This design comes from an exercise in tuning for small area and a short achievable clock period on the open sky130 flow, not from production work.
Only simulation tests tie the RTL to the original design; equivalence was not proved.
Power figures rest on the tool's default switching activity, not on a simulated workload.

==> design/flow/design.v <==
module sd_dma_sink #(
   parameter int FIFO_DEPTH_LOG2  = 6,
   parameter int BLOCK_BYTES_LOG2 = 9
) (
   input  logic                     clk,
   input  logic                     reset_n,
   input  logic [31:0]              wb_adr_i,
   input  logic [31:0]              wb_dat_i,
   input  logic [3:0]               wb_sel_i,
   input  logic                     wb_we_i,
   input  logic                     wb_cyc_i,
   input  logic                     wb_stb_i,
   input  logic [2:0]               wb_cti_i,
   input  logic [1:0]               wb_bte_i,
   output logic                     wb_ack_o,
   output logic [31:0]              wb_dat_o,
   input  logic                     flush,
   output logic [7:0]               out_data,
   output logic                     out_valid,
   input  logic                     out_ready,
   output logic                     block_done,
   output logic [FIFO_DEPTH_LOG2:0] fifo_level,
   output logic                     overflow_err
);
   localparam int unsigned DEPTH = 1 << FIFO_DEPTH_LOG2;
   localparam int          LW    = FIFO_DEPTH_LOG2 + 1;
   logic                        ack_q;      
   logic                        ovf_q;
   logic [LW-1:0]               level;      
   logic [31:0]                 st_x;       
   logic                        st_we;      
   logic                        byp_q;      
   logic                        byp2_q;     
   logic                        ph;         
   logic [DEPTH-1:0]            wslot;      
   logic [DEPTH-1:0]            rsel;       
   logic [31:0]                 mem [DEPTH];
   logic [31:0]                 hd_q;       
   logic [7:0]                  out_q;      
   logic [23:0]                 rem_q;      
   logic [1:0]                  idx_q;
   logic                        valid_q;
   logic [BLOCK_BYTES_LOG2-1:0] byte_cnt;
   logic                        done_q;
   logic req, take, push, accept, last_byte, pop, load;
   logic [31:0] head;
   assign req       = wb_cyc_i & wb_stb_i;
   assign take      = ~ack_q & req & ~level[LW-1] & ~flush;
   assign push      = take & wb_we_i & (wb_sel_i == 4'hF);
   assign accept    = valid_q & out_ready;
   assign last_byte = accept & (idx_q == 2'd3);
   assign pop       = ~flush & (level != '0) & (~valid_q | last_byte);
   assign load      = (level != '0) & (~valid_q | (out_ready & (idx_q == 2'd3)));
   logic unused_bus;
   assign unused_bus = ^{wb_adr_i, wb_cti_i, wb_bte_i};
   always_ff @(posedge clk or negedge reset_n) begin
      if (!reset_n) begin
         ack_q <= 1'b0;
         ovf_q <= 1'b0;
      end else begin
         ack_q <= take;
         if (take & wb_we_i & (wb_sel_i != 4'hF)) ovf_q <= 1'b1;
      end
   end
   assign wb_ack_o     = ack_q;
   assign wb_dat_o     = '0;
   assign overflow_err = ovf_q;
   always_ff @(posedge clk or negedge reset_n) begin
      if (!reset_n) begin
         level  <= '0;
         st_we  <= 1'b0;
         byp_q  <= 1'b0;
         byp2_q <= 1'b0;
      end else begin
         st_we  <= push;
         byp_q  <= push & ((level == '0) | ((level == LW'(1)) & pop));
         byp2_q <= byp_q & ~pop & ~flush;
         if (flush) level <= '0;
         else case ({push, pop})
            2'b10:   level <= level + 1'b1;
            2'b01:   level <= level - 1'b1;
            default: level <= level;
         endcase
      end
   end
   always_ff @(posedge clk) begin
      if (push) st_x <= wb_dat_i ^ {32{~ph}};
   end
   assign fifo_level = level;
   logic [31:0] col;
   logic [31:0] rd_or [DEPTH+1];
   always_ff @(posedge clk or negedge reset_n) begin
      if (!reset_n) ph <= 1'b0;
      else          ph <= ~ph;
   end
   assign col = st_we ? st_x : {32{~level[LW-1]}};
   always_ff @(posedge clk or negedge reset_n) begin
      if (!reset_n)   wslot <= DEPTH'(1);
      else if (flush) wslot <= DEPTH'(1);
      else if (st_we) wslot <= {wslot[DEPTH-2:0], wslot[DEPTH-1]};
   end
   always_ff @(posedge clk or negedge reset_n) begin
      if (!reset_n)   rsel <= DEPTH'(1);
      else if (flush) rsel <= DEPTH'(1);
      else if (pop)   rsel <= {rsel[DEPTH-2:0], rsel[DEPTH-1]};
   end
   assign rd_or[0] = '0;
   for (genvar i = 0; i < DEPTH; i++) begin : g_row
      always_ff @(posedge clk) begin
         mem[i] <= ~(({32{wslot[i]}} & col) | mem[i]);
      end
      assign rd_or[i+1] = rd_or[i] | (mem[i] & {32{rsel[i]}});
   end
   always_ff @(posedge clk) begin
      hd_q <= rd_or[DEPTH];
   end
   assign head = ((byp_q | byp2_q) ? st_x : hd_q) ^ {32{~byp_q ^ ph}};
   always_ff @(posedge clk or negedge reset_n) begin
      if (!reset_n) begin
         idx_q   <= '0;
         valid_q <= 1'b0;
      end else if (flush) begin
         idx_q   <= '0;
         valid_q <= 1'b0;
      end else if (pop) begin
         idx_q   <= '0;
         valid_q <= 1'b1;
      end else if (accept) begin
         idx_q <= idx_q + 1'b1;
         if (idx_q == 2'd3) valid_q <= 1'b0;
      end
   end
   always_ff @(posedge clk) begin
      if (load) begin
         rem_q <= head[31:8];
      end else if (out_ready) begin
         rem_q[15:0] <= rem_q[23:8];
      end
   end
   logic sel_ld, sel_sh, sel_hd;
   assign sel_ld = load;
   assign sel_sh = ~load & out_ready;
   assign sel_hd = ~load & ~out_ready;
   always_ff @(posedge clk) begin
      out_q <= (head[7:0] & {8{sel_ld}}) | (rem_q[7:0] & {8{sel_sh}}) |
               (out_q & {8{sel_hd}});
   end
   assign out_data  = out_q;
   assign out_valid = valid_q;
   always_ff @(posedge clk or negedge reset_n) begin
      if (!reset_n) begin
         byte_cnt <= '0;
         done_q   <= 1'b0;
      end else if (flush) begin
         byte_cnt <= '0;
         done_q   <= 1'b0;
      end else begin
         done_q <= accept & (byte_cnt == '1);
         if (accept) byte_cnt <= byte_cnt + 1'b1;
      end
   end
   assign block_done = done_q;
endmodule
==> design/flow/flow/run.sh <==
#!/bin/bash
# The standard layout (standard.sh) with two changes:
#  - the port buffers inserted during placement are sky130_fd_sc_hd__buf_4
#    (buffer_ports otherwise picks a delay cell on this platform);
#  - clock tree synthesis without dummy loads, sink clusters of at most 20
#    flip-flops within 80 um.
set -e
export BUFFER_PORTS_ARGS="-buffer_cell sky130_fd_sc_hd__buf_4"
export CTS_ARGS="-sink_clustering_enable -repair_clock_nets -sink_clustering_size 20 -sink_clustering_max_diameter 80 -dont_use_dummy_load"
bash standard.sh > standard_flow.log 2>&1
==> design/flow/standard.sh <==
#!/bin/bash
# synth_recipe.tcl (not shown) runs the flow's synth.tcl, then flattens the netlist and writes it again
# the make line also repeats each setting of config.mk as NAME=value (left out here)
make -C /OpenROAD-flow-scripts/flow DESIGN_CONFIG=/design/flow/config.mk WORK_HOME=/design/flow/orfs CLKGATE_MAP_FILE= SYNTH_SCRIPT=/design/flow/synth_recipe.tcl "${@:-finish}"
==> design/flow/config.mk <==
export PLATFORM = sky130hd
export DESIGN_NAME = sd_dma_sink
export DESIGN_NICKNAME = sd_dma_sink
export VERILOG_FILES = /design/flow/design.v
export SDC_FILE = /design/flow/constraint.sdc
export NUM_CORES = 4
export LEC_CHECK = 0
export CAP_MARGIN = 20
export CORE_MARGIN = 2
export CORE_UTILIZATION = 40
export CTS_CLUSTER_DIAMETER = 80
export CTS_CLUSTER_SIZE = 20
export SETUP_SLACK_MARGIN = 2.55
export SLEW_MARGIN = 20
==> design/flow/constraint.sdc <==
create_clock -name core_clock -period 5.0 [get_ports {clk}]
set_input_delay 1.0000 -clock core_clock [delete_from_list [all_inputs] [get_ports {clk}]]
set_output_delay 1.0000 -clock core_clock [all_outputs]
set_load 0.01 [all_outputs]
==> results of run 1 <==
[final cells by class]
class                           instances  area, sq um
Antenna cell                           26         65.1
Clock buffer                          133         3330
Fill cell                           17500       106000
Inverter                                4         15.0
Multi-Input combinational cell       3876        24700
Sequential cell                      2298        47700
Tap cell                             2495         3120
Timing Repair Buffer                  399         3670
[worst register-to-register path, delay by kind of cell (launching register included)]
family / cells / cell delay, ns
flops: 1 / 0.68
buf+inv: 1 / 0.32
simple gates: 2 / 0.86
compound gates: 1 / 0.50
[power by group]
group	internal, mW	leakage, nW	switching (mW)
sequential	20.9	19.9	1.40
clock	4.74	1.64	6.16
combinational	1.52	10.8	3.39
total	27.2	32.3	10.9
[per-layer routing]
metal / part of all wire (%) / routed length (um)
met1: 35 / 128000
met2: 39 / 142000
met3: 17 / 61800
met4: 9.0 / 32700
met5: 0.11 / 387
[what timing repair did]
action / CTS / global route
setup buffers: 129 / 28
setup endpoints to repair: 2103 / 213
gates cloned: 3 / 2
pin swaps: 5 / 5
resized for setup: 145 / 28
hold buffers: 0 / 0
[logic make-up after synthesis]
kind of cell / share of synthesized area (%)
xor gates and xnor gates: 0.854
other: 0.00494
buffers and inverters: 5.91
muxes: 1.45
AOI/OAI and AO/OA: 26.4
and+or+nand+nor: 2.90
DFF: 62.3
adders and majority gates: 0.115
[worst max-delay path by stage]
stage	startpoint	to	slack (ns)	cells past startpoint
floorplan	out_ready	rem_q[0]$_DFFE_PP_	2.56	5
global placement	out_ready	rem_q[14]$_DFFE_PP_	1.69	4
detailed placement	out_ready	rem_q[14]$_DFFE_PP_	1.67	4
CTS	idx_q[0]$_DFFE_PN0P_	level[0]$_DFFE_PN0P_	2.39	8
global route	level[2]$_DFFE_PN0P_	level[0]$_DFFE_PN0P_	2.48	8
finish	rsel[33]$_DFFE_PN0P_	hd_q[23]$_DFF_P_	2.49	4
[flip-flops by register name (all words and copies together), names as in the netlist, 8 cells and up]
register and cells:
rem_q 24, st_x 32, rsel 64, hd_q 32, wslot 64, mem 2048
out_q 8, byte_cnt 9
[stage by stage]
stage / utilization (%) / instances / setup WS, ns / hold slack [ns]
finish: 43.9 / 9231 / 2.49 / 0.251
global route: 43.8 / 9206 / 2.48 / 0.348
CTS: 43.6 / 9175 / 2.39 / 0.353
detailed placement: 40.8 / 8910 / 1.67 / 0.399
global placement: 40.8 / 8909 / 1.69 / 0.397
floorplan: - / 7006 / 2.56 / 0.389
[cell usage after synthesis, drive strengths merged (5+ instances only)]
cell type and n:
a21o 33, a21oi 2116, a221oi 512, a22o 512, buf 484, clkbuf 348
dfrtp 152, dfxtp 2088, edfxtp 56, ha 7, mux2i 108, nand2 163
nand3 5, nand4 132, nor2 79, o21ai 26, or4 32, xnor2 52
xor2 22
==> results.txt, run 1 <==
global-route layer with the greatest usage met2; number of top-level design ports 131; setup repair after global routing missed its margin yes; total via count in the routed design 64900; setup TNS 0 ns; final-report setup violation count 0; vertical die dimension 440 um; Post-Synthesis Mean Instance Area 10.9 sq um; post-route cell area 82600 sq um; count of state elements after synthesis 2298; global-route wire length before repair 485 mm; TritonRoute pass-1 iters 7; port bufs 61; initial antenna violation count 28; buffers plus inverters on the worst setup path 1; number of sinks handled by clock tree synthesis 2298; number of enable-type register cells in the synthesized netlist 56; number of max-capacitance violations reported 0; Post-DP Area 76900 sq um; overall routing resource usage 36.2%; Leakage Power 32.3 nW; count of different cell masters after synthesis 52; worst r2r path cells 4; sequential fraction of the synthesis area 62.3%; measured slew at the worst slew-check pin 1.34 ns; starting utilization of the core area 40.3%; layout cells sized above 1 11.1%; number of vias per cell 7.03; most common cell after layout, fill and taps aside sky130_fd_sc_hd__a21oi_1; total clock buffers created by CTS 133; fin crit period 2.51 ns; arrival time of data at the critical path endpoint 3.19 ns; overall power consumption 38.1 mW; met1 track demand over resource in global routing 45.6%; initial detailed-routing violation count 12300; Post-Route WL 365 mm; critical path's top delay family simple AND/OR/NAND/NOR gates; reg-to-reg critical path endpoint hd_q[23]$_DFF_P_; Layout Nets 6799; clock transition at the register clock pins on the worst setup and hold paths after CTS 0.08 ns; classification of the worst-slack hold path in2async; width of the die 440 um; met2 layer usage reported by global route 49.9%; Cell Pwr Density 462 nW/um^2; routed length per placed instance 39.6 um; synthesized instance count 6975; type of destination of the critical path flop; maximum vdd drop 0.000442 V; highest clock rate 398 MHz; largest net degree at the start of global routing 93; final slew viol count 0; cell type with the largest total area after synthesis sky130_fd_sc_hd__dfxtp_1; clock tree from TritonCTS done; setup clock skew after layout 0.0742 ns; Syn. warnings 3; depth of the CTS H-tree 4; total grt overflow 0; cell with the biggest individual delay on the critical path sky130_fd_sc_hd__dfrtp_4; post-route clock period utilization 50.3%; via count of the first global-routing pass 57200; Die Outline Area 193000 sq um; r2r setup slk 2.49 ns; fraction of post-synthesis cell area in the top cell type by area 55.1%; CORE AREA 188000 sq um; cell types with the largest area share after synthesis sky130_fd_sc_hd__dfxtp_1, sky130_fd_sc_hd__a21oi_1, sky130_fd_sc_hd__a22o_1; met3 Usage GRT 15.0%; Crit Path Class reg2reg; final estimated routing congestion in global placement 0.895; Startpoint Class flop; Routed Antenna Nets 0; maximum fanout along the worst path 21; most frequently used flop master after synthesis sky130_fd_sc_hd__dfxtp_1; post-synthesis to final-layout area growth 8.73%; half-perimeter wire length of the detailed placement result 190 mm; WP data required 5.67 ns; R2R Path Start rsel[33]$_DFFE_PN0P_; Clock Path Buffers 3; Rel. slew slack 10.5%; cell-by-cell trace of the critical path buf_6 > a221oi_1 > nand4_1 > or4_1; biggest cell delay along the critical path 0.68 ns; run status finished clean; site row count 159; Final Hold Viols 0; source-to-sink clock delay at the later pin of the worst-skew pair 0.86 ns; top library cells by usage in the layout, fill and taps aside sky130_fd_sc_hd__a21oi_1, sky130_fd_sc_hd__dfxtp_1, sky130_fd_sc_hd__a22o_1; root buffer cell sky130_fd_sc_hd__clkbuf_16; drc violations 0; share of synthesized flip-flops with an asynchronous set or reset 6.70%; netlist area before placement 75900 sq um
==> run 2, diff against run 1 <==
==> design/flow/flow/run.sh (replaced) <==
#!/bin/bash
# The standard layout (standard.sh) with two changes:
#  - the port buffers inserted during placement are sky130_fd_sc_hd__buf_4
#    (buffer_ports otherwise picks a delay cell on this platform);
#  - clock tree synthesis without dummy loads, sink clusters of at most 25
#    flip-flops within 90 um.
set -e
export BUFFER_PORTS_ARGS="-buffer_cell sky130_fd_sc_hd__buf_4"
export CTS_ARGS="-sink_clustering_enable -repair_clock_nets -sink_clustering_size 25 -sink_clustering_max_diameter 90 -dont_use_dummy_load"
bash standard.sh > standard_flow.log 2>&1
--- a/design/flow/config.mk
+++ b/design/flow/config.mk
@@ -8,7 +8,7 @@
 export CAP_MARGIN = 20
 export CORE_MARGIN = 2
 export CORE_UTILIZATION = 40
-export CTS_CLUSTER_DIAMETER = 80
-export CTS_CLUSTER_SIZE = 20
-export SETUP_SLACK_MARGIN = 2.55
+export CTS_CLUSTER_DIAMETER = 90
+export CTS_CLUSTER_SIZE = 25
+export SETUP_SLACK_MARGIN = 2.7
 export SLEW_MARGIN = 20
==> run 2 against run 1 <==
Against the previous run: sequential cell count stayed put; first-iteration DRC count is 8.1% lower; still clean; sequential share of layout area is 0.46 points lower; register-to-register slack better by 0.09 ns.
==> results.txt, run 2 <==
number of top-level design ports 131 (unchanged); sequential fraction of the synthesis area 62.3% (unchanged); layout filler cell count 17300 (-0.90%); fraction of post-synthesis cell area in the top cell type by area 55.1% (unchanged); port bufs 61 (unchanged); count of different cell masters after synthesis 52 (unchanged); total clock buffers created by CTS 103 (-23%); registers with the most flip-flops mem x2048, rsel x64, wslot x64; initial detailed-routing violation count 11300 (-8.1%); Cell Pwr Density 446 nW/um^2 (-3.4%); type of destination of the critical path flop; depth of the CTS H-tree 3 (-1); setup clock skew after layout 0.0583 ns (-0.0159 ns); largest net degree at the start of global routing 95 (+2.2%); top library cells by usage in the layout, fill and taps aside sky130_fd_sc_hd__a21oi_1, sky130_fd_sc_hd__dfxtp_1, sky130_fd_sc_hd__a22o_1; cell types with the largest area share after synthesis sky130_fd_sc_hd__dfxtp_1, sky130_fd_sc_hd__a21oi_1, sky130_fd_sc_hd__a22o_1; Routed Antenna Nets 0 (unchanged); leading post-synthesis cells by instance count sky130_fd_sc_hd__a21oi_1, sky130_fd_sc_hd__dfxtp_1, sky130_fd_sc_hd__a22o_1, sky130_fd_sc_hd__a221oi_1, sky130_fd_sc_hd__clkbuf_1; site row count 159 (unchanged); WP data required 5.64 ns (-0.03 ns); share of synthesized flip-flops with an asynchronous set or reset 6.70% (unchanged); run status finished clean; width of the die 440 um (unchanged); Die Outline Area 193000 sq um (unchanged); clock transition at the register clock pins on the worst setup and hold paths after CTS 0.10 ns (+0.02 ns); number of enable-type register cells in the synthesized netlist 56 (unchanged); layout cells sized above 1 12.4% (+1.3 points); source-to-sink clock delay at the later pin of the worst-skew pair 0.75 ns (-0.11 ns); cell with the biggest individual delay on the critical path sky130_fd_sc_hd__or4_4; overall power consumption 37.1 mW (-2.7%); highest clock rate 413 MHz (+3.8%); overall routing resource usage 35.8% (-0.42 points); number of sinks handled by clock tree synthesis 2298 (unchanged); most common cell after layout, fill and taps aside sky130_fd_sc_hd__a21oi_1; post-synthesis to final-layout area growth 9.59%; fin crit period 2.42 ns (-0.0915 ns); Leakage Power 32.5 nW (+0.57%); via count of the first global-routing pass 57500 (+0.39%); clock tree from TritonCTS done; starting utilization of the core area 40.3% (unchanged); total via count in the routed design 64300 (-0.99%); setup repair after global routing missed its margin yes; final slew viol count 0 (unchanged); Post-Synthesis Mean Instance Area 10.9 sq um (unchanged); half-perimeter wire length of the detailed placement result 190 mm (about the same); vertical die dimension 440 um (unchanged); initial antenna violation count 22 (-21%); final estimated routing congestion in global placement 0.902 (+0.79%); largest reg by FF count mem; setup TNS 0 ns (unchanged); Final Hold Viols 0 (unchanged); cell type with the largest total area after synthesis sky130_fd_sc_hd__dfxtp_1; TritonRoute pass-1 iters 8 (+1); number of vias per cell 6.97 (-0.89%); Sw Share 28.9% (+0.23 points); arrival time of data at the critical path endpoint 3.06 ns (-0.13 ns); classification of the worst-slack hold path in2async; number of flip-flops under the largest register name 2048 (unchanged); buffers plus inverters on the worst setup path 2 (+1); Startpoint Class flop; Post-Route WL 363 mm (-0.59%); share of total power in the clock network 25.7% (-2.9 points); final-report setup violation count 0 (unchanged); Clock Path Buffers 3 (unchanged); global-route wire length before repair 483 mm (-0.56%); cell with the most instances after synthesis sky130_fd_sc_hd__a21oi_1; Crit Path Class reg2reg; Rel. slew slack 12.2% (+1.7 points); Combinational Power Share 14.2% (+1.3 points); maximum vdd drop 0.000302 V (-32%); routed length per placed instance 39.4 um (-0.50%); synthesized instance count 6975 (unchanged); part of the total power dissipated in sequential elements 60.1% (+1.6 points); CORE AREA 188000 sq um (unchanged); most frequently used flop master after synthesis sky130_fd_sc_hd__dfxtp_1; cell-by-cell trace of the critical path buf_12 > buf_6 > a221oi_2 > nand4_1 > or4_4; post-route clock period utilization 48.4% (-1.8 points); measured slew at the worst slew-check pin 1.32 ns (-0.0251 ns); number of max-capacitance violations reported 0 (unchanged); switching power 10.7 mW (-1.9%); maximum fanout along the worst path 6 (-71%); Syn. warnings 3 (unchanged); critical path's top delay family simple AND/OR/NAND/NOR gates; total grt overflow 0 (unchanged); count of state elements after synthesis 2298 (unchanged); cell internal pwr 26.4 mW (-3.0%); drc violations 0 (unchanged); root buffer cell sky130_fd_sc_hd__clkbuf_16; biggest cell delay along the critical path 0.71 ns (+0.03 ns); netlist area before placement 75900 sq um (unchanged); Layout Nets 6808 (+0.13%); Post-CTS Hold Fix Bufs 0 (unchanged)
run 2: cell counts after synthesis:
Identical to the previous run, type by type.
run 2: repair_timing:
item / in CTS / in global routing
pin swaps: 21 / 31
cloned: 6 / 10
gates resized for setup: 238 / 135
setup buffers: 163 / 23
endpoints found under the setup margin: 2210 / 649
run 2: final timing paths:
kind | start | slack [ns] | to | cells past startpoint
min | reset_n | 0.35 | byte_cnt[7]$_DFFE_PN0P_ | 1
max reg2reg | rsel[20]$_DFFE_PN0P_ | 2.58 | hd_q[22]$_DFF_P_ | 5
min in group core_clock | mem[14][31]$_DFF_P_ | 0.41 | mem[14][31]$_DFF_P_ | 1
min reg2reg | mem[14][31]$_DFF_P_ | 0.41 | mem[14][31]$_DFF_P_ | 1
max in group asynchronous | reset_n | 3.58 | rsel[27]$_DFFE_PN0P_ | 2
max | rsel[20]$_DFFE_PN0P_ | 2.58 | hd_q[22]$_DFF_P_ | 5
run 2: area by class of cell:
class	instances	area, sq um	share of cell area (%)
inverters	4	31.3	0.0376
well taps	2495	3120	3.75
flip-flops and latches	2298	47600	57.3
multi-input cells	3881	25300	30.4
repair buffers	433	4530	5.44
clock buffers	103	2580	3.10
diodes	8	20.0	0.0241
run 2: cell families after synthesis:
logic type	Yosys count	share of synthesized area, %
AO/OA/AOI/OAI	3211	26.4
flip-flops	2298	62.3
buffers and inverters	836	5.91
AND/OR/NAND/NOR	438	2.90
multiplexers	110	1.45
XOR/XNOR	74	0.854
adder cells (fa/ha/maj)	7	0.115
other	1	0.00494
run 2: routing by layer:
| metal | wire length, um | vias to the layer above | share of wire [%] | global-route usage, % |
|---|---|---|---|---|
| met1 | 128000 | 31600 | 35 | 45.4 |
| met2 | 142000 | 5811 | 39 | 49.8 |
| met5 | 147 | - | 0.040 | 0 |
| met3 | 59500 | 1678 | 16 | 13.6 |
| li1 | - | 25100 | - | - |
| met4 | 33200 | 16 | 9.1 | 25.3 |
run 2: power by group through the flow:
stage / registers (mW) / logic (mW) / clock network (mW)
floorplan: 22.2 / 3.02 / 0
global placement: 22.6 / 4.09 / 0
detailed placement: 22.7 / 4.25 / 0
CTS: 22.2 / 4.70 / 9.41
global route: 22.5 / 5.53 / 10.0
finish: 22.3 / 5.27 / 9.52
run 2: stage by stage:
| stage | instances | setup slack [ns] | hold slack [ns] | cell area, sq um | utilization (%) |
|---|---|---|---|---|---|
| 2_1_floorplan | 7006 | 2.58 | 0.389 | 76100 | - |
| 3_3_place_gp | 8908 | 1.47 | 0.396 | 76800 | 40.8 |
| 3_5_place_dp | 8909 | 1.47 | 0.399 | 76800 | 40.8 |
| 4_1_cts | 9181 | 2.61 | 0.409 | 82100 | 43.6 |
| 5_1_grt | 9214 | 2.62 | 0.404 | 83200 | 44.2 |
| 6_report | 9222 | 2.58 | 0.352 | 83200 | 44.2 |
==> run 3, diff against run 2 <==
--- a/design/flow/config.mk
+++ b/design/flow/config.mk
@@ -7,7 +7,7 @@
 export LEC_CHECK = 0
 export CAP_MARGIN = 20
 export CORE_MARGIN = 2
-export CORE_UTILIZATION = 40
+export CORE_UTILIZATION = 50
 export CTS_CLUSTER_DIAMETER = 90
 export CTS_CLUSTER_SIZE = 25
 export SETUP_SLACK_MARGIN = 2.7
==> run 3 against run 2 <==
Against the previous run: non-clock buffer count is 34 lower; power hardly changed; sequential cell count stayed put; maximum frequency is 0.10% higher; count of clock-buffer cells in the layout is 1 lower; hold slack worse by 0.0097 ns; critical path depth stayed put; design area is 1.7% lower; area after synthesis stayed put; die area is 20% lower; synthesized cell count stayed put; critical path type unchanged; largest power group unchanged.
==> results.txt, run 3 <==
Synth Area in XOR/XNOR 0.854% (unchanged); source-to-sink clock delay at the later pin of the worst-skew pair 0.79 ns (+0.04 ns); total via count in the routed design 63900 (-0.59%); site row count 143 (-10%); Post-DP Area 76300 sq um (-0.71%); count of state elements after synthesis 2298 (unchanged); routed length per placed instance 40.8 um (+3.7%); clock transition at the register clock pins on the worst setup and hold paths after CTS 0.10 ns (about the same); Clock Path Buffers 3 (unchanged); Die Outline Area 155000 sq um (-20%); vertical die dimension 394 um (-10%); cell types with the largest area share after synthesis sky130_fd_sc_hd__dfxtp_1, sky130_fd_sc_hd__a21oi_1, sky130_fd_sc_hd__a22o_1; Final Hold Viols 0 (unchanged); layout cells sized above 1 11.5% (-0.89 points); WP data required 5.62 ns (-0.02 ns); arrival time of data at the critical path endpoint 3.04 ns (-0.02 ns); dpl ws 1.84 ns (+0.373 ns); number of enable-type register cells in the synthesized netlist 56 (unchanged); depth of the CTS H-tree 3 (unchanged); Cell Pwr Density 454 nW/um^2 (+1.7%); synthesized-area fraction occupied by ao, oa, aoi and oai cells 26.4% (unchanged); measured slew at the worst slew-check pin 1.30 ns (-0.0201 ns); total clock buffers created by CTS 102 (-0.97%); setup repair after global routing missed its margin yes; largest reg by FF count mem; share of synthesized flip-flops with an asynchronous set or reset 6.70% (unchanged); cell type with the largest total area after synthesis sky130_fd_sc_hd__dfxtp_1; post-route clock period utilization 48.4% (-0.051 points); overall routing resource usage 43.7% (+7.9 points); Layout Nets 6774 (-0.50%); number of max-capacitance violations reported 0 (unchanged); post-route cell area 81800 sq um (-1.7%); classification of the worst-slack hold path in2async; Post-Route WL 356 mm (-1.8%); CORE AREA 151000 sq um (-20%); final-report setup violation count 0 (unchanged); leading post-synthesis cells by instance count sky130_fd_sc_hd__a21oi_1, sky130_fd_sc_hd__dfxtp_1, sky130_fd_sc_hd__a22o_1, sky130_fd_sc_hd__a221oi_1, sky130_fd_sc_hd__clkbuf_1; count of different cell masters after synthesis 52 (unchanged); post-synthesis to final-layout area growth 7.73%; reg-to-reg critical path endpoint hd_q[3]$_DFF_P_; starting utilization of the core area 50.2% (+9.8 points); overall power consumption 37.1 mW (about the same); Post-CTS Hold Fix Bufs 0 (unchanged); Rel. slew slack 13.6% (+1.3 points); Crit Path Class reg2reg; Post-Synthesis Mean Instance Area 10.9 sq um (unchanged); r2r setup slk 2.58 ns (about the same); destination of the critical timing path hd_q[3]$_DFF_P_; adder and majority gate portion of the synthesized area 0.115% (unchanged); maximum vdd drop 0.000337 V (+12%); Syn. warnings 3 (unchanged); highest clock rate 413 MHz (+0.10%); final estimated routing congestion in global placement 0.896 (-0.75%); final slew viol count 0 (unchanged); post-synthesis mux area share 1.45% (unchanged); global-route wire length before repair 474 mm (-1.9%); TritonRoute pass-1 iters 10 (+2); synthesized instance count 6975 (unchanged); worst r2r path cells 5 (unchanged); cell with the biggest individual delay on the critical path sky130_fd_sc_hd__or4_4; root buffer cell sky130_fd_sc_hd__clkbuf_16; Routed Antenna Nets 0 (unchanged); initial detailed-routing violation count 11900 (+5.1%); most common cell after layout, fill and taps aside sky130_fd_sc_hd__a21oi_1; setup clock skew after layout 0.0637 ns (+0.00539 ns); port bufs 61 (unchanged); sequential fraction of the synthesis area 62.3% (unchanged); top library cells by usage in the layout, fill and taps aside sky130_fd_sc_hd__a21oi_1, sky130_fd_sc_hd__dfxtp_1, sky130_fd_sc_hd__a22o_1; number of top-level design ports 131 (unchanged); width of the die 394 um (-10%); number of sinks handled by clock tree synthesis 2298 (unchanged); PnR worst setup slack 2.58 ns (+0.00253 ns); registers with the most flip-flops mem x2048, rsel x64, wslot x64; fin crit period 2.42 ns (-0.00253 ns); critical path startpoint rsel[15]$_DFFE_PN0P_; drc violations 0 (unchanged); maximum fanout along the worst path 22 (+16); cell with the most instances after synthesis sky130_fd_sc_hd__a21oi_1; total grt overflow 0 (unchanged); clock tree from TritonCTS done; simple-gate share of the synthesized area 2.90% (unchanged); netlist area before placement 75900 sq um (unchanged); half-perimeter wire length of the detailed placement result 187 mm (-1.6%); type of destination of the critical path flop; R2R Path Start rsel[15]$_DFFE_PN0P_; fraction of post-synthesis cell area in the top cell type by area 55.1% (unchanged); number of vias per cell 7.32 (+5.0%); cell-by-cell trace of the critical path buf_8 > a22o_1 > a221oi_1 > nand4_1 > or4_4; largest family of logic cells by synthesized area compound AO/OA/AOI/OAI gates; run status finished clean; initial antenna violation count 25 (+14%); largest net degree at the start of global routing 82 (-14%); layout filler cell count 13100 (-24%); setup TNS 0 ns (unchanged); number of flip-flops under the largest register name 2048 (unchanged); Leakage Power 32.2 nW (-1.0%); most frequently used flop master after synthesis sky130_fd_sc_hd__dfxtp_1; biggest cell delay along the critical path 0.64 ns (-0.07 ns); via count of the first global-routing pass 56500 (-1.7%); Startpoint Class flop
## run 3: cell count changes in the layout (fill, tap and decap cells not counted), moves of 4 or more
cell / delta
sky130_fd_sc_hd__a221oi_1: +23
sky130_fd_sc_hd__a221oi_2: -20
sky130_fd_sc_hd__buf_12: -20
sky130_fd_sc_hd__buf_4: -12
sky130_fd_sc_hd__or4_1: +9
sky130_fd_sc_hd__or4_4: -9
sky130_fd_sc_hd__a21o_2: +7
sky130_fd_sc_hd__diode_2: +6
sky130_fd_sc_hd__buf_8: -5
sky130_fd_sc_hd__a21o_4: -4
sky130_fd_sc_hd__buf_16: +4
sky130_fd_sc_hd__buf_6: +4
## run 3: repair_timing
action / 4_1_cts / 5_1_grt
gates cloned: 8 / 8
resized for setup: 219 / 82
pin swaps: 13 / 23
setup buffers: 127 / 21
endpoints found under the setup margin: 2201 / 710
## run 3: how the worst min path moves through the flow
| stage | startpoint | to | slack [ns] |
|---|---|---|---|
| 6_report | reset_n | done_q$_DFF_PN0_ | 0.34 |
| 5_1_grt | reset_n | done_q$_DFF_PN0_ | 0.41 |
| 4_1_cts | reset_n | rsel[59]$_DFFE_PN0P_ | 0.35 |
| 3_3_place_gp | mem[39][10]$_DFF_P_ | mem[39][10]$_DFF_P_ | 0.40 |
| 2_1_floorplan | mem[0][0]$_DFF_P_ | mem[0][0]$_DFF_P_ | 0.39 |
| 3_5_place_dp | mem[44][23]$_DFF_P_ | mem[44][23]$_DFF_P_ | 0.40 |
## run 3: cells by family after synthesis
group / count (synthesis)
buffers and inverters: 836
DFF: 2298
other: 1
and+or+nand+nor: 438
muxes: 110
AOI/OAI and AO/OA: 3211
xor gates and xnor gates: 74
adders and majority gates: 7
## run 3: cell type report
type	count	area (sq um)	area share (%)
multi-input combinational	3882	25000	30.6
sequential	2298	47600	58.2
clock buffer	102	2550	3.12
antenna	14	35.0	0.0428
inverter	4	20.0	0.0245
timing repair buffer	399	3990	4.87
tap	2030	2540	3.11
## run 3: critical path, delay by kind of cell, from the launching register on
kind,cells,cell delay [ns]
AOI/OAI and AO/OA,2,0.47
buffers and inverters,1,0.28
DFF,1,0.55
and+or+nand+nor,2,0.97
## run 3: stage by stage
step / cells / hold slack, ns / util [%]
detailed placement: 8449 / 0.399 / 50.4
finish: 8729 / 0.342 / 54.0
CTS: 8686 / 0.346 / 53.6
floorplan: 7006 / 0.389 / -
global placement: 8449 / 0.397 / 50.4
global route: 8715 / 0.407 / 54.0
## run 3: routing by layer
metal	vias to the layer above	track usage [%]	share of wire, %
met5	-	0.431	0.058
met4	18	28.7	8.7
met3	1640	15.4	16
met2	5913	61.0	39
met1	31300	57.1	36
li1	25100	-	-
## run 3: where the power goes
part | total (mW) | switching (mW) | internal, mW
registers | 22.3 | 1.39 | 20.9
clock network | 9.47 | 5.81 | 3.65
logic | 5.35 | 3.56 | 1.79
total | 37.1 | 10.8 | 26.3
==> run 4, diff against run 3 <==
--- a/design/flow/design.v
+++ b/design/flow/design.v
@@ -35,7 +35,8 @@
    logic [DEPTH-1:0]            wslot;      
    logic [DEPTH-1:0]            rsel;       
    logic [31:0]                 mem [DEPTH];
-   logic [31:0]                 hd_q;       
+   logic [31:0]                 hd_lo_q;    
+   logic [31:0]                 hd_hi_q;    
    logic [7:0]                  out_q;      
    logic [23:0]                 rem_q;      
    logic [1:0]                  idx_q;
@@ -88,7 +89,8 @@
    end
    assign fifo_level = level;
    logic [31:0] col;
-   logic [31:0] rd_or [DEPTH+1];
+   logic [31:0] rd_lo [DEPTH/2+1];
+   logic [31:0] rd_hi [DEPTH/2+1];
    always_ff @(posedge clk or negedge reset_n) begin
       if (!reset_n) ph <= 1'b0;
       else          ph <= ~ph;
@@ -104,17 +106,22 @@
       else if (flush) rsel <= DEPTH'(1);
       else if (pop)   rsel <= {rsel[DEPTH-2:0], rsel[DEPTH-1]};
    end
-   assign rd_or[0] = '0;
    for (genvar i = 0; i < DEPTH; i++) begin : g_row
       always_ff @(posedge clk) begin
          mem[i] <= ~(({32{wslot[i]}} & col) | mem[i]);
       end
-      assign rd_or[i+1] = rd_or[i] | (mem[i] & {32{rsel[i]}});
+   end
+   assign rd_lo[0] = '0;
+   assign rd_hi[0] = '0;
+   for (genvar i = 0; i < DEPTH/2; i++) begin : g_rd
+      assign rd_lo[i+1] = rd_lo[i] | (mem[i] & {32{rsel[i]}});
+      assign rd_hi[i+1] = rd_hi[i] | (mem[DEPTH/2+i] & {32{rsel[DEPTH/2+i]}});
    end
    always_ff @(posedge clk) begin
-      hd_q <= rd_or[DEPTH];
+      hd_lo_q <= rd_lo[DEPTH/2];
+      hd_hi_q <= rd_hi[DEPTH/2];
    end
-   assign head = ((byp_q | byp2_q) ? st_x : hd_q) ^ {32{~byp_q ^ ph}};
+   assign head = ((byp_q | byp2_q) ? st_x : (hd_lo_q | hd_hi_q)) ^ {32{~byp_q ^ ph}};
    always_ff @(posedge clk or negedge reset_n) begin
       if (!reset_n) begin
          idx_q   <= '0;
==> run 4 against run 3 <==
Against the previous run: sequential power hardly changed; highest routed layer is now met4; still clean on timing, DRC and antenna; clock skew is 0.0094 ns lower; synthesized cell count is 3.7% higher; critical path depth stayed put; largest power group unchanged; count of clock-buffer cells in the layout is 1 higher; utilization is 0.73 points lower; wire length is 18% lower; sequential cell count is 32 higher; sequential share of layout area is 2.0 points higher.
==> results.txt, run 4 <==
number of max-capacitance violations reported 0 (unchanged); layout cells sized above 1 8.25% (-3.2 points); part of the total power dissipated in sequential elements 59.4% (-0.7 points); site row count 142 (-0.70%); count of different cell masters after synthesis 48 (-7.7%); root buffer cell sky130_fd_sc_hd__clkbuf_16; Multi-input gate area 24500 sq um (-2.3%); setup repair after global routing missed its margin yes; total grt overflow 0 (unchanged); Clock Path Buffers 3 (unchanged); met2 layer usage reported by global route 53.5% (-7.6 points); cell-by-cell trace of the critical path nor2_4 > buf_12 > buf_4 > a21o_2 > a21oi_1; via count of the first global-routing pass 55400 (-1.9%); registers with the most flip-flops mem x2048, rsel x64, wslot x64; Cell Pwr Density 470 nW/um^2 (+3.7%); number of flip-flops under the largest register name 2048 (unchanged); cell internal pwr 26.5 mW (+0.41%); starting utilization of the core area 50.4% (+0.20 points); r2r setup slk 2.63 ns (+0.05 ns); count of state elements after synthesis 2330 (+1.4%); Leakage Power 30.7 nW (-4.6%); Startpoint Class flop; layout filler cell count 13200 (+0.78%); routed length per placed instance 33.2 um (-19%); number of sinks handled by clock tree synthesis 2330 (+1.4%); depth of the CTS H-tree 3 (unchanged); Rel. slew slack 26.1% (+13 points); measured slew at the worst slew-check pin 1.10 ns (-0.200 ns); largest reg by FF count mem; biggest cell delay along the critical path 0.66 ns (+0.02 ns); total clock buffers created by CTS 103 (+0.98%); Combinational Power Share 15.6% (+1.2 points); netlist area before placement 75500 sq um (-0.53%); buffers plus inverters on the worst setup path 2 (+1); setup TNS 0 ns (unchanged); dpl ws 1.46 ns (-0.386 ns); maximum vdd drop 0.000310 V (-8.1%); Sw Share 29.6% (+0.64 points); global-route wire length before repair 408 mm (-14%); share of total power in the clock network 25.1% (-0.4 points); clock tree from TritonCTS done; clock transition at the register clock pins on the worst setup and hold paths after CTS 0.10 ns (about the same); run status finished clean; cell with the most instances after synthesis sky130_fd_sc_hd__a21oi_1; number of enable-type register cells in the synthesized netlist 56 (unchanged); Post-Route WL 292 mm (-18%); arrival time of data at the critical path endpoint 2.98 ns (-0.06 ns); Syn. warnings 4 (+1); post-synthesis to final-layout area growth 5.84%; met3 Usage GRT 7.59% (-7.8 points); share of synthesized flip-flops with an asynchronous set or reset 6.61% (-0.092 points); vertical die dimension 393 um (-0.26%); number of top-level design ports 131 (unchanged); synthesized instance count 7230 (+3.7%); initial detailed-routing violation count 8698 (-27%); Post-CTS Hold Fix Bufs 0 (unchanged); classification of the worst-slack hold path in2async; Die Outline Area 154000 sq um (-0.53%); global-route layer with the greatest usage met2; total via count in the routed design 60000 (-6.1%); CORE AREA 150000 sq um (-0.93%); Routed Antenna Nets 0 (unchanged); type of destination of the critical path flop; critical path's top delay family compound AO/OA/AOI/OAI gates; cell types with the largest area share after synthesis sky130_fd_sc_hd__dfxtp_1, sky130_fd_sc_hd__a21oi_1, sky130_fd_sc_hd__a22oi_1; setup clock skew after layout 0.0543 ns (-0.00944 ns); leading post-synthesis cells by instance count sky130_fd_sc_hd__a21oi_1, sky130_fd_sc_hd__dfxtp_1, sky130_fd_sc_hd__a22oi_1, sky130_fd_sc_hd__clkbuf_1, sky130_fd_sc_hd__nand4_1; Crit Path Class reg2reg; half-perimeter wire length of the detailed placement result 147 mm (-21%); sequential fraction of the synthesis area 63.5% (+1.2 points); WP data required 5.62 ns (about the same); final-report setup violation count 0 (unchanged); TritonRoute pass-1 iters 7 (-3); top library cells by usage in the layout, fill and taps aside sky130_fd_sc_hd__a21oi_1, sky130_fd_sc_hd__dfxtp_1, sky130_fd_sc_hd__a22oi_1; most common cell after layout, fill and taps aside sky130_fd_sc_hd__a21oi_1; number of vias per cell 6.81 (-7.0%); port bufs 61 (unchanged); final slew viol count 0 (unchanged); width of the die 393 um (-0.26%); most frequently used flop master after synthesis sky130_fd_sc_hd__dfxtp_1; post-route clock period utilization 47.3% (-1.0 points); Final Hold Viols 0 (unchanged); maximum fanout along the worst path 32 (+45%); Layout Nets 6880 (+1.6%); drc violations 0 (unchanged); final estimated routing congestion in global placement 0.841 (-6.1%); highest clock rate 423 MHz (+2.2%); fin crit period 2.37 ns (-0.0520 ns); area occupied by registers 48200 sq um (+1.1%); PnR worst setup slack 2.63 ns (+0.0520 ns); fraction of post-synthesis cell area in the top cell type by area 56.2% (+1.1 points); Post-Synthesis Mean Instance Area 10.4 sq um (-4.0%); overall routing resource usage 36.7% (-7.0 points); source-to-sink clock delay at the later pin of the worst-skew pair 0.78 ns (about the same); diode count 0 (-14); initial antenna violation count 1 (-96%); largest net degree at the start of global routing 82 (unchanged); cell with the biggest individual delay on the critical path sky130_fd_sc_hd__dfrtp_4; met1 track demand over resource in global routing 52.5% (-4.6 points); cell type with the largest total area after synthesis sky130_fd_sc_hd__dfxtp_1; switching power 11.1 mW (+3.5%)
## run 4: cell types whose count changed in the layout (fill, tap and decap cells not counted), moves of 53 or more
cell / previous run / this run
sky130_fd_sc_hd__a221oi_1: 451 / 0
sky130_fd_sc_hd__a221oi_2: 60 / 0
sky130_fd_sc_hd__a22o_1: 512 / 1
sky130_fd_sc_hd__a22oi_1: 0 / 1024
sky130_fd_sc_hd__buf_4: 275 / 208
sky130_fd_sc_hd__nand4_1: 132 / 259
sky130_fd_sc_hd__nor2_1: 77 / 130
## run 4: cell families after synthesis
logic type,synth area share (%)
mux,0.946
buf+inv,4.81
other cells,0.00497
flops,63.5
fa+ha+maj,0.116
compound gates,25.1
xor+xnor,0.870
simple gates,4.67
## run 4: power groups by stage
| stage | clock [mW] | sequential, mW | combinational (mW) |
|---|---|---|---|
| floorplan | 0 | 22.3 | 3.71 |
| global placement | 0 | 22.6 | 4.79 |
| detailed placement | 0 | 22.7 | 4.99 |
| CTS | 9.42 | 22.3 | 5.49 |
| global route | 10.1 | 22.6 | 6.24 |
| finish | 9.43 | 22.3 | 5.85 |
## run 4: worst paths after layout
kind                                startpoint               endpoint  cells after the start
max                            st_we$_DFF_PN0_    mem[24][26]$_DFF_P_                      5
min                                    reset_n  wslot[31]$_DFFE_PN0P_                      1
max reg2reg                    st_we$_DFF_PN0_    mem[24][26]$_DFF_P_                      5
min reg2reg                mem[55][27]$_DFF_P_    mem[55][27]$_DFF_P_                      1
max in group asynchronous              reset_n   rsel[30]$_DFFE_PN0P_                      2
min in group core_clock    mem[55][27]$_DFF_P_    mem[55][27]$_DFF_P_                      1
## run 4: metrics by stage
stage	total power, mW	cell area, sq um	cells	utilization [%]	hold WS, ns
finish	37.6	79900	8807	53.3	0.315
global route	38.9	79900	8807	53.3	0.383
CTS	37.2	79700	8799	53.2	0.339
detailed placement	27.7	76500	8665	51.0	0.400
global placement	27.4	76500	8663	51.0	0.397
floorplan	26.0	75700	7261	-	0.389
## run 4: layout make-up
| cell class | instances | share of cell area [%] |
|---|---|---|
| flip-flops and latches | 2330 | 60.3 |
| inverters | 7 | 0.0485 |
| well taps | 2016 | 3.16 |
| multi-input cells | 4102 | 30.6 |
| clock buffers | 103 | 3.22 |
| repair buffers | 249 | 2.71 |
## run 4: what timing repair did
action	4_1_cts	5_1_grt
gates resized for setup	70	30
setup buffers	21	2
endpoints found under the setup margin	2216	210
pin swaps	5	2
gates cloned	10	6
## run 4: routing by layer
metal	vias to the layer above	routed length, um
met2	4070	121000
met3	750	37200
met1	29800	119000
li1	25400	-
met4	0	15400
met5	-	0
==> run 5, diff against run 4 <==
--- a/design/flow/config.mk
+++ b/design/flow/config.mk
@@ -10,5 +10,5 @@
 export CORE_UTILIZATION = 50
 export CTS_CLUSTER_DIAMETER = 90
 export CTS_CLUSTER_SIZE = 25
-export SETUP_SLACK_MARGIN = 2.7
+export SETUP_SLACK_MARGIN = 2.6
 export SLEW_MARGIN = 20
==> run 5 against run 4 <==
Against the previous run: still clean on timing, DRC and antenna; global-route usage is 0.42 points lower; area after synthesis stayed put; die area stayed put; combinational power is 5.8% lower; wire length is 0.60% lower; utilization is 0.22 points lower; sequential power hardly changed; critical path depth is 1 lower; via count is 0.42% lower; non-clock buffer count is 18 lower; clock skew is 0.0065 ns higher; critical endpoint is now hd_lo_q[23]$_DFF_P_; largest power group unchanged.
==> results.txt, run 5 <==
cell with the most instances after synthesis sky130_fd_sc_hd__a21oi_1; site row count 142 (unchanged); setup clock skew after layout 0.0608 ns (+0.00648 ns); number of top-level design ports 131 (unchanged); Cell Pwr Density 468 nW/um^2 (-0.48%); most frequently used flop master after synthesis sky130_fd_sc_hd__dfxtp_1; count of different cell masters after synthesis 48 (unchanged); synthesized-area fraction occupied by ao, oa, aoi and oai cells 25.1% (unchanged); Crit Path Class reg2reg; leading post-synthesis cells by instance count sky130_fd_sc_hd__a21oi_1, sky130_fd_sc_hd__dfxtp_1, sky130_fd_sc_hd__a22oi_1, sky130_fd_sc_hd__clkbuf_1, sky130_fd_sc_hd__nand4_1; final estimated routing congestion in global placement 0.841 (about the same); maximum vdd drop 0.000292 V (-5.8%); vertical die dimension 393 um (unchanged); logic depth of the worst path, buffers included 4 (-1); maximum fanout along the worst path 20 (-38%); number of flip-flops under the largest register name 2048 (unchanged); largest reg by FF count mem; initial detailed-routing violation count 8940 (+2.8%); sequential fraction of the synthesis area 63.5% (unchanged); number of enable-type register cells in the synthesized netlist 56 (unchanged); width of the die 393 um (unchanged); final slew viol count 0 (unchanged); Post-Route WL 291 mm (-0.60%); cell types with the largest area share after synthesis sky130_fd_sc_hd__dfxtp_1, sky130_fd_sc_hd__a21oi_1, sky130_fd_sc_hd__a22oi_1; fin crit period 2.45 ns (+0.0813 ns); Synth Area in XOR/XNOR 0.870% (unchanged); netlist area before placement 75500 sq um (unchanged); Post-CTS Hold Fix Bufs 0 (unchanged); post-synthesis to final-layout area growth 5.41%; post-synthesis mux area share 0.946% (unchanged); source-to-sink clock delay at the later pin of the worst-skew pair 0.77 ns (about the same); top library cells by usage in the layout, fill and taps aside sky130_fd_sc_hd__a21oi_1, sky130_fd_sc_hd__dfxtp_1, sky130_fd_sc_hd__a22oi_1; Die Outline Area 154000 sq um (unchanged); cell-by-cell trace of the critical path buf_4 > a22oi_1 > nand4_1 > or4_1; R2R Path Start rsel[8]$_DFFE_PN0P_; PnR worst setup slack 2.55 ns (-0.0813 ns); registers with the most flip-flops mem x2048, rsel x64, wslot x64; share of synthesized flip-flops with an asynchronous set or reset 6.61% (unchanged); Final Non-Filler Cells 8788 (-0.22%); depth of the CTS H-tree 3 (unchanged); Fin Hold WS 0.307 ns (-0.00739 ns); number of max-capacitance violations reported 0 (unchanged); global-route wire length before repair 403 mm (-1.1%); Clock Path Buffers 3 (unchanged); overall power consumption 37.3 mW (-0.88%); cell with the biggest individual delay on the critical path sky130_fd_sc_hd__dfrtp_2; post-route clock period utilization 49.0% (+1.6 points); largest family of logic cells by synthesized area compound AO/OA/AOI/OAI gates; arrival time of data at the critical path endpoint 3.03 ns (+0.05 ns); drc violations 0 (unchanged); buffers plus inverters on the worst setup path 1 (-1); CORE AREA 150000 sq um (unchanged); highest clock rate 408 MHz (-3.3%); total clock buffers created by CTS 103 (unchanged); Rel. slew slack 32.7% (+6.6 points); half-perimeter wire length of the detailed placement result 151 mm (+2.5%); type of destination of the critical path flop; Post-Place Cells 8661 (-0.046%); total via count in the routed design 59700 (-0.42%); number of sinks handled by clock tree synthesis 2330 (unchanged); measured slew at the worst slew-check pin 0.999 ns (-0.0977 ns); biggest cell delay along the critical path 0.76 ns (+0.10 ns); Layout Nets 6859 (-0.31%); setup repair after global routing missed its margin yes; fraction of post-synthesis cell area in the top cell type by area 56.2% (unchanged); classification of the worst-slack hold path in2async; most common cell after layout, fill and taps aside sky130_fd_sc_hd__a21oi_1; Routed Antenna Nets 0 (unchanged); Post-Synthesis Mean Instance Area 10.4 sq um (unchanged); worst r2r path cells 4 (-1); run status finished clean; clock tree from TritonCTS done; cell type with the largest total area after synthesis sky130_fd_sc_hd__dfxtp_1; port bufs 61 (unchanged); Final Hold Viols 0 (unchanged); clock transition at the register clock pins on the worst setup and hold paths after CTS 0.11 ns (about the same); count of state elements after synthesis 2330 (unchanged); final-report setup violation count 0 (unchanged); r2r setup slk 2.55 ns (-0.08 ns); largest net degree at the start of global routing 84 (+2.4%); simple-gate share of the synthesized area 4.67% (unchanged); initial antenna violation count 1 (unchanged); dpl ws 1.03 ns (-0.431 ns); TritonRoute pass-1 iters 9 (+2); routed length per placed instance 33.1 um (-0.39%); layout cells sized above 1 7.81% (-0.43 points); total grt overflow 0 (unchanged); Leakage Power 30.5 nW (-0.46%); adder and majority gate portion of the synthesized area 0.116% (unchanged); setup TNS 0 ns (unchanged); critical path startpoint rsel[8]$_DFFE_PN0P_; Syn. warnings 4 (unchanged); overall routing resource usage 36.3% (-0.42 points); critical path's top delay family simple AND/OR/NAND/NOR gates; starting utilization of the core area 50.4% (unchanged); synthesized instance count 7230 (unchanged); Startpoint Class flop; root buffer cell sky130_fd_sc_hd__clkbuf_16; WP data required 5.58 ns (-0.04 ns); via count of the first global-routing pass 54200 (-2.1%); number of vias per cell 6.80 (-0.21%)
## run 5: cell counts after synthesis
No cell type changed its count.
## run 5: area by class of cell
cell class	count	area, sq um
antenna	2	5.00
clock buffer	103	2580
fill	13100	70300
inverter	7	38.8
multi-input combinational	4099	24500
sequential	2330	48200
tap	2016	2520
timing repair buffer	231	1850
## run 5: through the flow
stage / instance area (sq um) / utilization [%]
after floorplan: 75700 / -
after global placement: 76400 / 51.0
after detailed placement: 76600 / 51.1
after CTS: 79400 / 52.9
after global routing: 79600 / 53.1
final: 79600 / 53.1
## run 5: repair_timing
| item | CTS | global route |
|---|---|---|
| cloned | 4 | 6 |
| buffers inserted | 3 | 9 |
| gates resized for setup | 36 | 19 |
| pin swaps | 4 | 6 |
| setup endpoints to repair | 1366 | 892 |
## run 5: per-layer routing
metal / GRT usage, % / vias to the layer above / routed length [um]
met1: 52.8 / 29600 / 119000
met2: 52.6 / 4002 / 120000
met5: 0.638 / - / 136
met3: 7.40 / 743 / 36600
li1: - / 25400 / -
met4: 14.5 / 2 / 14500
## run 5: worst paths after layout
kind / end
worst min-delay path: rsel[60]$_DFFE_PN0P_
worst min register to register: mem[44][24]$_DFF_P_
worst max register to register: hd_lo_q[23]$_DFF_P_
worst max-delay path: hd_lo_q[23]$_DFF_P_
max in group asynchronous: level[4]$_DFFE_PN0P_
min in group core_clock: mem[44][24]$_DFF_P_
## run 5: cells by family (layout without fill, tap and decap cells)
logic type	count (synthesis)	in the layout
simple gates	660	662
other cells	1	34
flops	2330	2330
fa+ha+maj	7	7
xor+xnor	75	76
buf+inv	842	341
compound gates	3244	3251
mux	71	71
## run 5: power by group
group | internal [mW] | switching (mW)
sequential | 21.0 | 1.32
combinational | 1.56 | 3.95
clock | 3.69 | 5.73
==> run 6, diff against run 5 <==
--- a/design/flow/design.v
+++ b/design/flow/design.v
@@ -95,7 +95,11 @@
       if (!reset_n) ph <= 1'b0;
       else          ph <= ~ph;
    end
-   assign col = st_we ? st_x : {32{~level[LW-1]}};
+   always_ff @(posedge clk or negedge reset_n) begin
+      if (!reset_n) col <= '1;
+      else          col <= push ? (wb_dat_i ^ {32{~ph}})
+                                : {32{~level[LW-1] | pop | flush}};
+   end
    always_ff @(posedge clk or negedge reset_n) begin
       if (!reset_n)   wslot <= DEPTH'(1);
       else if (flush) wslot <= DEPTH'(1);
--- a/design/flow/config.mk
+++ b/design/flow/config.mk
@@ -10,5 +10,5 @@
 export CORE_UTILIZATION = 50
 export CTS_CLUSTER_DIAMETER = 90
 export CTS_CLUSTER_SIZE = 25
-export SETUP_SLACK_MARGIN = 2.6
+export SETUP_SLACK_MARGIN = 2.7
 export SLEW_MARGIN = 20
==> run 6 against run 5 <==
Against the previous run: maximum frequency rose by 4.2%; design area rose by 1.0%; still clean on timing, DRC and antenna; largest power group unchanged; area after synthesis rose by 0.64%.
==> results.txt, run 6 <==
run status finished clean; cell type with the largest total area after synthesis sky130_fd_sc_hd__dfxtp_1; Clock Path Buffers 3 (unchanged); Leakage Power 30.8 nW (+0.81%); Final Non-Filler Cells 8865 (+0.88%); registers with the most flip-flops mem x2048, rsel x64, wslot x64; site row count 143 (+0.70%); number of enable-type register cells in the synthesized netlist 56 (unchanged); critical path's top delay family simple AND/OR/NAND/NOR gates; Syn. warnings 4 (unchanged); cell with the most instances after synthesis sky130_fd_sc_hd__a21oi_1; cell internal pwr 26.3 mW (+0.16%); total via count in the routed design 59700 (-0.080%); type of destination of the critical path flop; Cell Pwr Density 445 nW/um^2 (-5.0%); final-report setup violation count 0 (unchanged); fraction of post-synthesis cell area in the top cell type by area 55.8% (-0.36 points); initial detailed-routing violation count 8695 (-2.7%); half-perimeter wire length of the detailed placement result 147 mm (-2.5%); leading post-synthesis cells by instance count sky130_fd_sc_hd__a21oi_1, sky130_fd_sc_hd__dfxtp_1, sky130_fd_sc_hd__a22oi_1, sky130_fd_sc_hd__clkbuf_1, sky130_fd_sc_hd__nand4_1; number of vias per cell 6.73 (-0.95%); share of total power in the clock network 26.6% (+1.3 points); most frequently used flop master after synthesis sky130_fd_sc_hd__dfxtp_1; port bufs 61 (unchanged); Rel. slew slack 26.3% (-6.4 points); count of different cell masters after synthesis 46 (-4.2%); Startpoint Class flop; top library cells by usage in the layout, fill and taps aside sky130_fd_sc_hd__a21oi_1, sky130_fd_sc_hd__dfxtp_1, sky130_fd_sc_hd__a22oi_1; post-synthesis to final-layout area growth 5.84%; count of state elements after synthesis 2362 (+1.4%); synthesized instance count 7295 (+0.90%); largest reg by FF count mem; overall routing resource usage 35.5% (-0.83 points); worst r2r path cells 4 (unchanged); setup TNS 0 ns (unchanged); total clock buffers created by CTS 104 (+0.97%); final slew viol count 0 (unchanged); Routed Antenna Nets 0 (unchanged); sequential fraction of the synthesis area 64.2% (+0.70 points); clock transition at the register clock pins on the worst setup and hold paths after CTS 0.10 ns (about the same); starting utilization of the core area 50.2% (-0.15 points); maximum fanout along the worst path 19 (-5.0%); most common cell after layout, fill and taps aside sky130_fd_sc_hd__a21oi_1; number of sinks handled by clock tree synthesis 2362 (+1.4%); Post-Synthesis Mean Instance Area 10.4 sq um (-0.26%); arrival time of data at the critical path endpoint 2.91 ns (-0.12 ns); Die Outline Area 155000 sq um (+0.63%); depth of the CTS H-tree 3 (unchanged); highest clock rate 426 MHz (+4.2%); r2r setup slk 2.65 ns (+0.10 ns); logic depth of the worst path, buffers included 4 (unchanged); number of top-level design ports 131 (unchanged); biggest cell delay along the critical path 0.69 ns (-0.07 ns); measured slew at the worst slew-check pin 1.10 ns (+0.102 ns); setup repair after global routing missed its margin yes; cell types with the largest area share after synthesis sky130_fd_sc_hd__dfxtp_1, sky130_fd_sc_hd__a21oi_1, sky130_fd_sc_hd__a22oi_1; number of flip-flops under the largest register name 2048 (unchanged); cell with the biggest individual delay on the critical path sky130_fd_sc_hd__dfrtp_2; initial antenna violation count 0 (-1); switching power 9.47 mW (-14%); netlist area before placement 76000 sq um (+0.64%); critical path startpoint rsel[3]$_DFFE_PN0P_; Crit Path Class reg2reg; utilization after layout 53.1% (+0.056 points); number of max-capacitance violations reported 0 (unchanged); setup clock skew after layout 0.0434 ns (-0.0174 ns); Sw Share 26.5% (-3.0 points); share of synthesized flip-flops with an asynchronous set or reset 7.87% (+1.3 points); maximum vdd drop 0.000364 V (+25%); buffers plus inverters on the worst setup path 1 (unchanged); drc violations 0 (unchanged); global-route wire length before repair 404 mm (+0.27%); CORE AREA 151000 sq um (+0.94%); width of the die 394 um (+0.31%); total grt overflow 0 (unchanged); WP data required 5.56 ns (-0.02 ns); source-to-sink clock delay at the later pin of the worst-skew pair 0.77 ns (about the same); final estimated routing congestion in global placement 0.829 (-1.4%); Post-Route WL 286 mm (-1.7%); routed length per placed instance 32.2 um (-2.5%); cell-by-cell trace of the critical path buf_4 > a22oi_1 > nand4_1 > or4_1; fin crit period 2.35 ns (-0.0989 ns); root buffer cell sky130_fd_sc_hd__clkbuf_16; R2R Path Start rsel[3]$_DFFE_PN0P_; Final Hold Viols 0 (unchanged); clock tree from TritonCTS done; destination of the critical timing path hd_lo_q[3]$_DFF_P_; part of the total power dissipated in sequential elements 63.5% (+3.6 points); classification of the worst-slack hold path in2async; post-route clock period utilization 47.0% (-2.0 points); TritonRoute pass-1 iters 6 (-3); Layout Nets 6923 (+0.93%); Combinational Power Share 9.9% (-4.9 points); layout cells sized above 1 7.77% (-0.044 points); largest net degree at the start of global routing 103 (+23%); via count of the first global-routing pass 55700 (+2.7%); Post-Place Cells 8733 (+0.83%); vertical die dimension 394 um (+0.31%); reg-to-reg critical path endpoint hd_lo_q[3]$_DFF_P_
[run 6: cell types whose count changed after synthesis, sizes merged, moves of 3 or more]
cell | previous run | this run
nand2 | 156 | 221
nor2 | 132 | 126
nor4b | 3 | 0
a21o | 33 | 1
dfstp | 2 | 34
clkbuf | 539 | 691
buf | 296 | 144
[run 6: timing repair]
item,4_1_cts,5_1_grt
gates cloned,4,2
pin swaps,1,2
endpoints found under the hold margin,0,0
endpoints found under the setup margin,201,180
setup buffers,19,2
hold buffers,0,0
gates resized for setup,40,17
[run 6: cell families after synthesis]
family                     Yosys count  share of synthesized area (%)
AOI/OAI and AO/OA                 3219                           24.6
xor gates and xnor gates            76                          0.876
adders and majority gates            7                          0.115
buffers and inverters              841                           4.33
DFF                               2362                           64.2
muxes                               68                          0.899
other                                1                        0.00493
and+or+nand+nor                    721                           4.90
[run 6: final cells by class]
| type | instances | area, sq um |
|---|---|---|
| antenna | 1 | 2.50 |
| clock buffer | 104 | 2600 |
| fill | 13200 | 70900 |
| inverter | 6 | 35.0 |
| multi-input combinational | 4124 | 24100 |
| sequential | 2362 | 49100 |
| tap | 2030 | 2540 |
| timing repair buffer | 236 | 2060 |
| timing repair inverter | 2 | 17.5 |
[run 6: power groups by stage]
stage | logic [mW] | registers [mW] | clock network (mW)
final | 3.53 | 22.7 | 9.52
after CTS | 3.32 | 22.7 | 9.53
after global placement | 2.79 | 23.1 | 0
after detailed placement | 2.97 | 23.1 | 0
after floorplan | 2.30 | 22.4 | 0
after global routing | 3.85 | 23.0 | 10.2
[run 6: worst min path at each step]
stage / startpoint / end / slack, ns / cells past startpoint
3_5_place_dp: mem[15][23]$_DFF_P_ / mem[15][23]$_DFF_P_ / 0.40 / 1
2_1_floorplan: mem[10][13]$_DFF_P_ / mem[10][13]$_DFF_P_ / 0.39 / 1
4_1_cts: reset_n / byte_cnt[4]$_DFFE_PN0P_ / 0.34 / 1
6_report: reset_n / byte_cnt[4]$_DFFE_PN0P_ / 0.27 / 1
3_3_place_gp: mem[51][30]$_DFF_P_ / mem[51][30]$_DFF_P_ / 0.40 / 1
5_1_grt: reset_n / byte_cnt[4]$_DFFE_PN0P_ / 0.38 / 1
[run 6: per-stage QoR]
stage	area, sq um	setup slack, ns	hold slack [ns]	total power [mW]
2_1_floorplan	76200	2.59	0.389	24.7
3_3_place_gp	77200	1.64	0.397	25.9
3_5_place_dp	77300	1.60	0.400	26.1
4_1_cts	80300	2.63	0.339	35.5
5_1_grt	80400	2.64	0.382	37.0
6_report	80400	2.65	0.273	35.8
[run 6: per-layer routing]
metal / global-route usage [%] / share of wire, % / up-vias
li1: - / - / 25500
met1: 50.4 / 41 / 29600
met2: 53.5 / 43 / 3869
met3: 5.75 / 11 / 772
met4: 15.2 / 5.2 / 0
met5: 0 / 0 / -
==> run 7, diff against run 6 <==
--- a/design/flow/config.mk
+++ b/design/flow/config.mk
@@ -7,7 +7,7 @@
 export LEC_CHECK = 0
 export CAP_MARGIN = 20
 export CORE_MARGIN = 2
-export CORE_UTILIZATION = 50
+export CORE_UTILIZATION = 60
 export CTS_CLUSTER_DIAMETER = 90
 export CTS_CLUSTER_SIZE = 25
 export SETUP_SLACK_MARGIN = 2.7
==> run 7 against run 6 <==
Against the previous run: combinational power is 6.2% lower; critical path depth is 3 lower; register-to-register slack better by 0.02 ns; non-clock buffer count is 1 lower; setup slack better by 0.0070 ns; still clean; wire length is 3.7% lower; die area is 17% lower; power is 0.86% lower.
==> results.txt, run 7 <==
run status finished clean; total clock buffers created by CTS 104 (unchanged); r2r setup slk 2.67 ns (+0.02 ns); most common cell after layout, fill and taps aside sky130_fd_sc_hd__a21oi_1; number of top-level design ports 131 (unchanged); biggest cell delay along the critical path 0.47 ns (-0.22 ns); WP data required 4.00 ns (-1.56 ns); cell with the biggest individual delay on the critical path sky130_fd_sc_hd__dfrtp_2; highest clock rate 427 MHz (+0.30%); number of max-capacitance violations reported 0 (unchanged); arrival time of data at the critical path endpoint 1.34 ns (-1.57 ns); classification of the worst-slack hold path in2async; final estimated routing congestion in global placement 0.830 (+0.17%); Post-Synthesis Mean Instance Area 10.4 sq um (unchanged); clock tree from TritonCTS done; fraction of post-synthesis cell area in the top cell type by area 55.8% (unchanged); site row count 130 (-9.1%); via count of the first global-routing pass 55100 (-0.98%); diode count 0 (-1); largest reg by FF count mem; setup repair after global routing missed its margin yes; overall power consumption 35.5 mW (-0.86%); Final Non-Filler Cells 8480 (-4.3%); worst r2r path cells 4 (unchanged); post-route clock period utilization 46.8% (-0.14 points); cell with the most instances after synthesis sky130_fd_sc_hd__a21oi_1; number of vias per cell 7.08 (+5.2%); Post-Route WL 275 mm (-3.7%); Syn. warnings 4 (unchanged); half-perimeter wire length of the detailed placement result 143 mm (-3.2%); initial antenna violation count 1 (+1); critical path's top delay family flip-flops; vertical die dimension 360 um (-8.6%); critical path startpoint level[1]$_DFFE_PN0P_; root buffer cell sky130_fd_sc_hd__clkbuf_16; buffers plus inverters on the worst setup path 1 (unchanged); drc violations 0 (unchanged); largest net degree at the start of global routing 97 (-5.8%); registers with the most flip-flops mem x2048, rsel x64, wslot x64; reg-to-reg critical path endpoint hd_lo_q[4]$_DFF_P_; measured slew at the worst slew-check pin 1.31 ns (+0.208 ns); global-route wire length before repair 391 mm (-3.3%); Routed Antenna Nets 0 (unchanged); final slew viol count 0 (unchanged); logic depth of the worst path, buffers included 1 (-3); fin crit period 2.34 ns (-0.00703 ns); count of state elements after synthesis 2362 (unchanged); destination of the critical timing path fifo_level[1]; Die Outline Area 130000 sq um (-17%); depth of the CTS H-tree 3 (unchanged); leading post-synthesis cells by instance count sky130_fd_sc_hd__a21oi_1, sky130_fd_sc_hd__dfxtp_1, sky130_fd_sc_hd__a22oi_1, sky130_fd_sc_hd__clkbuf_1, sky130_fd_sc_hd__nand4_1; sequential fraction of the synthesis area 64.2% (unchanged); overall routing resource usage 41.1% (+5.7 points); most frequently used flop master after synthesis sky130_fd_sc_hd__dfxtp_1; cell type with the largest total area after synthesis sky130_fd_sc_hd__dfxtp_1; Startpoint Class flop; CORE AREA 126000 sq um (-17%); final-report setup violation count 0 (unchanged); Final Hold Viols 0 (unchanged); layout cells sized above 1 7.76% (-0.010 points); setup clock skew after layout 0.0370 ns (-0.00644 ns); number of sinks handled by clock tree synthesis 2362 (unchanged); starting utilization of the core area 60.4% (+10 points); Layout Nets 6919 (-0.058%); setup TNS 0 ns (unchanged); top library cells by usage in the layout, fill and taps aside sky130_fd_sc_hd__a21oi_1, sky130_fd_sc_hd__dfxtp_1, sky130_fd_sc_hd__a22oi_1; cell-by-cell trace of the critical path buf_6; initial detailed-routing violation count 9224 (+6.1%); number of flip-flops under the largest register name 2048 (unchanged); TritonRoute pass-1 iters 6 (unchanged); port bufs 61 (unchanged); type of destination of the critical path output pin; Post-Place Cells 8354 (-4.3%); count of different cell masters after synthesis 46 (unchanged); clock transition at the register clock pins on the worst setup and hold paths after CTS 0.10 ns (about the same); Fin Hold WS 0.328 ns (+0.0550 ns); Cell Pwr Density 445 nW/um^2 (about the same); routed length per placed instance 32.5 um (+0.69%); Leakage Power 30.7 nW (-0.29%); netlist area before placement 76000 sq um (unchanged); cell types with the largest area share after synthesis sky130_fd_sc_hd__dfxtp_1, sky130_fd_sc_hd__a21oi_1, sky130_fd_sc_hd__a22oi_1; Crit Path Class reg2out; width of the die 360 um (-8.6%); share of synthesized flip-flops with an asynchronous set or reset 7.87% (unchanged); source-to-sink clock delay at the later pin of the worst-skew pair 0.77 ns (about the same); Rel. slew slack 12.7% (-14 points); R2R Path Start rsel[20]$_DFFE_PN0P_; utilization after layout 63.4% (+10 points); maximum vdd drop 0.000439 V (+20%); total grt overflow 0 (unchanged); Post-CTS Hold Fix Bufs 0 (unchanged); total via count in the routed design 60000 (+0.60%); post-synthesis to final-layout area growth 4.90%; maximum fanout along the worst path 4 (-15); Clock Path Buffers 3 (unchanged); synthesized instance count 7295 (unchanged); number of enable-type register cells in the synthesized netlist 56 (unchanged)
-- run 7: cell counts after synthesis --
Identical to the previous run, type by type.
-- run 7: logic make-up after synthesis --
group | after synthesis | share of synthesized area (%)
AOI/OAI and AO/OA | 3219 | 24.6
DFF | 2362 | 64.2
buffers and inverters | 841 | 4.33
and+or+nand+nor | 721 | 4.90
xor gates and xnor gates | 76 | 0.876
muxes | 68 | 0.899
adders and majority gates | 7 | 0.115
other | 1 | 0.00493
-- run 7: worst min path at each step --
stage               cells past startpoint  slack [ns]           startpoint                    end
floorplan                               1        0.39  mem[10][13]$_DFF_P_    mem[10][13]$_DFF_P_
finish                                  1        0.33              reset_n  wslot[34]$_DFFE_PN0P_
global route                            1        0.37              reset_n  wslot[44]$_DFFE_PN0P_
detailed placement                      1        0.40  mem[30][28]$_DFF_P_    mem[30][28]$_DFF_P_
global placement                        1        0.40  mem[44][21]$_DFF_P_    mem[44][21]$_DFF_P_
CTS                                     1        0.34              reset_n  wslot[36]$_DFFE_PN0P_
-- run 7: routing by layer --
layer,wire [um],GRT usage (%)
met1,111000,59.8
met2,115000,60.1
met3,35600,8.07
met4,14300,16.9
met5,10,0
-- run 7: layout make-up --
class | count | area, sq um
Fill cell | 10100 | 46000
Timing Repair Buffer | 235 | 1900
Inverter | 6 | 27.5
Multi-Input combinational cell | 4123 | 24100
Sequential cell | 2362 | 49100
Tap cell | 1650 | 2060
Clock buffer | 104 | 2600
-- run 7: per-stage QoR --
| step | instance area (sq um) | setup slack [ns] |
|---|---|---|
| 2_1_floorplan | 76200 | 2.59 |
| 5_1_grt | 79700 | 2.62 |
| 3_5_place_dp | 76800 | 1.50 |
| 4_1_cts | 79500 | 2.63 |
| 3_3_place_gp | 76700 | 1.50 |
| 6_report | 79700 | 2.66 |
-- run 7: power by group --
part / internal, mW / switching [mW]
Combinational: 1.30 / 2.01
Sequential: 21.2 / 1.52
Clock: 3.72 / 5.72
-- run 7: what timing repair did --
| action | in CTS | in global routing |
|---|---|---|
| pin swaps | 1 | 2 |
| endpoints found under the setup margin | 175 | 109 |
| setup buffers | 13 | 8 |
| gates resized for setup | 30 | 12 |
| cloned | 0 | 1 |

Re-timed with assumed drivers on the ports (clkbuf_16 on the clock, buf_2 on other inputs), run 7 has 2.572 ns of setup slack against 2.658 ns with ideal ports, and 2.021 ns once port delays also move by the mid clock arrival of 0.840 ns.
